What follows belongs to an exercise in optimizing a design on an open flow for small area, a short achievable clock period and few clock cycles per item; a production flow would make more cautious choices.
Power figures rest on the tool's default switching activity, not on a simulated workload.

run 1:
==> module pfp_queue, before the edit <==
module pfp_queue (
   input  logic                 clock,
   input  logic                 reset,
   input  logic                 hit,
   input  logic                 wr,
   input  logic                 take,
   input  logic [4:0]           fill_n,
   input  logic [15:0][7:0]     win,
   output logic                 pend,
   output logic                 req_ready,
   output logic [15:0]          rd_raw
);
   logic       read;
   logic [2:0] rd_ch;
   logic [3:0] rd_pos;
   logic       pend_r;      
   logic       pend_s;      
   logic [3:0] pos_r;
   logic [3:0] pos_s;
   logic       rr_r;
   logic       rr_s;
   logic       nw;          
   logic       wn;          
   assign read = take && pend;
   assign pend_s = hit || pend;
   assign pos_s  = hit ? 4'd0 : rd_pos - 4'(wr);
   assign pend_r = (rd_ch != 3'd7);
   assign pos_r  = rd_pos + 4'd2 - 4'(wr);
   assign nw     = (fill_n + 5'(req_ready) < 5'd4);
   assign wn     = req_ready && (fill_n >= 5'd4);
   assign rr_s   = !pend_s || nw || (pos_s > 4'(wn));
   assign rr_r   = !pend_r || nw || (pos_r > 4'(wn));
   always_ff @(posedge clock) begin
      if (reset) begin
         pend      <= 1'b0;
         req_ready <= 1'b1;
      end else begin
         pend      <= read ? pend_r : pend_s;
         req_ready <= read ? rr_r : rr_s;
      end
      rd_pos <= read ? pos_r : pos_s;
      if (hit)       rd_ch <= '0;
      else if (read) rd_ch <= rd_ch + 1'b1;
   end
   logic [15:0] sel;
   always_comb begin
      for (int i = 0; i < 16; i++) sel[i] = (rd_pos == 4'(i));
      rd_raw = '0;
      for (int i = 0; i < 15; i++) begin
         rd_raw[15:8] |= {8{sel[i]}} & win[i];
         rd_raw[7:0]  |= {8{sel[i]}} & win[i+1];
      end
   end
endmodule
==> module pwm_frame_parser, before the edit <==
module pwm_frame_parser (
   input  logic             clock,
   input  logic             reset,
   input  logic             req_valid,
   output logic             req_ready,
   input  logic [8:0]       req_data,
   output logic             rsp_valid,
   input  logic             rsp_ready,
   output logic [35:0]      rsp_data
);
   logic             in_v;
   logic [7:0]       in_b;
   logic             in_be;
   logic             hit;
   logic             wr;
   logic [4:0]       fill;
   logic [15:0][7:0] win;
   logic             take;
   logic             pend;
   logic             in_v_n;
   logic [4:0]       fill_n;
   logic [15:0]      rd_raw;
   always_ff @(posedge clock) begin
      in_v  <= in_v_n;
      in_b  <= req_data[8:1];
      in_be <= req_data[0];
   end
   assign in_v_n = !reset && req_valid && req_ready;
   pfp_front u_front (
      .clock (clock),
      .reset (reset),
      .in_v  (in_v),
      .in_b  (in_b),
      .in_be (in_be),
      .hit   (hit),
      .wr    (wr),
      .fill  (fill),
      .fill_n (fill_n),
      .win   (win)
   );
   pfp_queue u_queue (
      .clock  (clock),
      .reset  (reset),
      .hit    (hit),
      .wr     (wr),
      .take   (take),
      .win    (win),
      .pend   (pend),
      .fill_n (fill_n),
      .req_ready (req_ready),
      .rd_raw (rd_raw)
   );
   pfp_back u_back (
      .clock     (clock),
      .reset     (reset),
      .pend      (pend),
      .rd_raw    (rd_raw),
      .take      (take),
      .rsp_valid (rsp_valid),
      .rsp_ready (rsp_ready),
      .rsp_data  (rsp_data)
   );
endmodule
make LEC_CHECK=0 ABC_CLOCK_PERIOD_IN_PS=2500 CAP_MARGIN=20 CORE_MARGIN=2 CORE_UTILIZATION=60 CTS_BUF_LIST='sky130_fd_sc_hd__clkbuf_4 sky130_fd_sc_hd__clkbuf_8' CTS_CLUSTER_SIZE=30 SETUP_SLACK_MARGIN=4.2 SLEW_MARGIN=20 finish   # period 7.0 ns
run.sh (not shown) runs the stock make flow with config.mk's settings and CLKGATE_MAP_FILE= SYNTH_SCRIPT=/design/flow/synth_recipe.tcl, a recipe that flattens the netlist after the stock synthesis.
Here is what was changed in the inputs of run 2 compared with run 1.
-- flow/design.v --
<<< run 1, line 72
   input  logic                 reset,
   input  logic                 hit,
   input  logic                 wr,
   input  logic                 take,
   input  logic [4:0]           fill_n,
   input  logic [15:0][7:0]     win,
   output logic                 pend,
>>> run 2, line 72
   input  logic                 reset,
   input  logic                 hit,
   input  logic                 take,
   input  logic                 in_v,
   input  logic                 in_be,
   input  logic [4:0]           fill,
   input  logic [15:0][7:0]     win,
   output logic                 pend,
<<< run 1, line 91
   logic       nw;          
   logic       wn;          
   assign read = take && pend;
   assign pend_s = hit || pend;
   assign pos_s  = hit ? 4'd0 : rd_pos - 4'(wr);
   assign pend_r = (rd_ch != 3'd7);
   assign pos_r  = rd_pos + 4'd2 - 4'(wr);
   assign nw     = (fill_n + 5'(req_ready) < 5'd4);
   assign wn     = req_ready && (fill_n >= 5'd4);
   assign rr_s   = !pend_s || nw || (pos_s > 4'(wn));
   assign rr_r   = !pend_r || nw || (pos_r > 4'(wn));
   always_ff @(posedge clock) begin
>>> run 2, line 92
   logic       nw;          
   logic       wn;          
   logic       wr_nh;       
   logic [4:0] fill_nh;
   assign read = take && pend;
   assign wr_nh   = in_v && !in_be && (fill >= 5'd4);
   assign fill_nh = (in_v && in_be) ? 5'd0 : (in_v && fill != 5'd20) ? fill + 5'd1 : fill;
   assign pend_s = hit || pend;
   assign pos_s  = pend ? rd_pos - 4'(wr_nh) : 4'd0;
   assign pend_r = (rd_ch != 3'd7);
   assign pos_r  = rd_pos + 4'd2 - 4'(wr_nh);
   assign nw     = (fill_nh + 5'(req_ready) < 5'd4);
   assign wn     = req_ready && (fill_nh >= 5'd4);
   assign rr_s   = !pend || nw || (pos_s > 4'(wn));
   assign rr_r   = !pend_r || nw || (pos_r > 4'(wn));
   always_ff @(posedge clock) begin
<<< run 1, line 109
      end
      rd_pos <= read ? pos_r : pos_s;
      if (hit)       rd_ch <= '0;
      else if (read) rd_ch <= rd_ch + 1'b1;
   end
>>> run 2, line 114
      end
      rd_pos <= read ? pos_r : pos_s;
      if (!pend)     rd_ch <= '0;
      else if (read) rd_ch <= rd_ch + 1'b1;
   end
<<< run 1, line 708
      .reset  (reset),
      .hit    (hit),
      .wr     (wr),
      .take   (take),
      .win    (win),
      .pend   (pend),
      .fill_n (fill_n),
      .req_ready (req_ready),
      .rd_raw (rd_raw)
>>> run 2, line 713
      .reset  (reset),
      .hit    (hit),
      .in_v   (in_v),
      .in_be  (in_be),
      .fill   (fill),
      .take   (take),
      .win    (win),
      .pend   (pend),
      .req_ready (req_ready),
      .rd_raw (rd_raw)
Notes after the runs:
Going from run 1 to run 2, total routing resource utilization after global routing lower, switching power share of the total moved down, first-iteration DRC count dropped 180, final critical-path share of the clock period grew by 1.6 points. Taking run 1 as the reference, in run 2 netlist area before placement shows an increase of about 1.3%; total cell area at the placement stage shows an increase of 0.47%. Compared with run 1, run 2 shows a per-cell via count in the routed design that is 0.14 lower. Looking at met2 wire length, run 2 sits 0.92% lower than run 1 does.
No functional check of the RTL was part of any run of this note.

-- port drivers added, routing unchanged --
How much do the figures lean on ideal ports? The routed layouts below were timed once more, with nothing changed but the port constraints. Step 1 sets driving cells, clkbuf_16 on the clock port and buf_2 on the other inputs (assumed; they add their load-dependent delay and slew). Step 2 moves the port delays by t, midway between the first and last clock arrival at a register: inputs arrive t later, outputs are due t later. That takes back most of the time a late clock gives input paths. Three values: ideal ports, drivers, drivers and shift; two values: the first two.
| run | shift t [ns] | setup WS [ns] | latest minus earliest clock arrival (ns) | slew at the worst register clock pin (ns) | worst data-port slew with drivers (ns) |
|---|---|---|---|---|---|
| run 1 | 0.607 | 4.035 / 4.035 / 3.598 | 0.057 / 0.057 | 0.07 / 0.07 | 0.03 |
| run 2 | 0.603 | 3.927 / 3.927 / 3.750 | 0.019 / 0.019 | 0.07 / 0.07 | 0.04 |
After both steps every run listed still meets setup and hold. For run 1, which loses most, drivers alone change the setup slack by 0.000 ns; drivers and shift together by -0.437 ns.
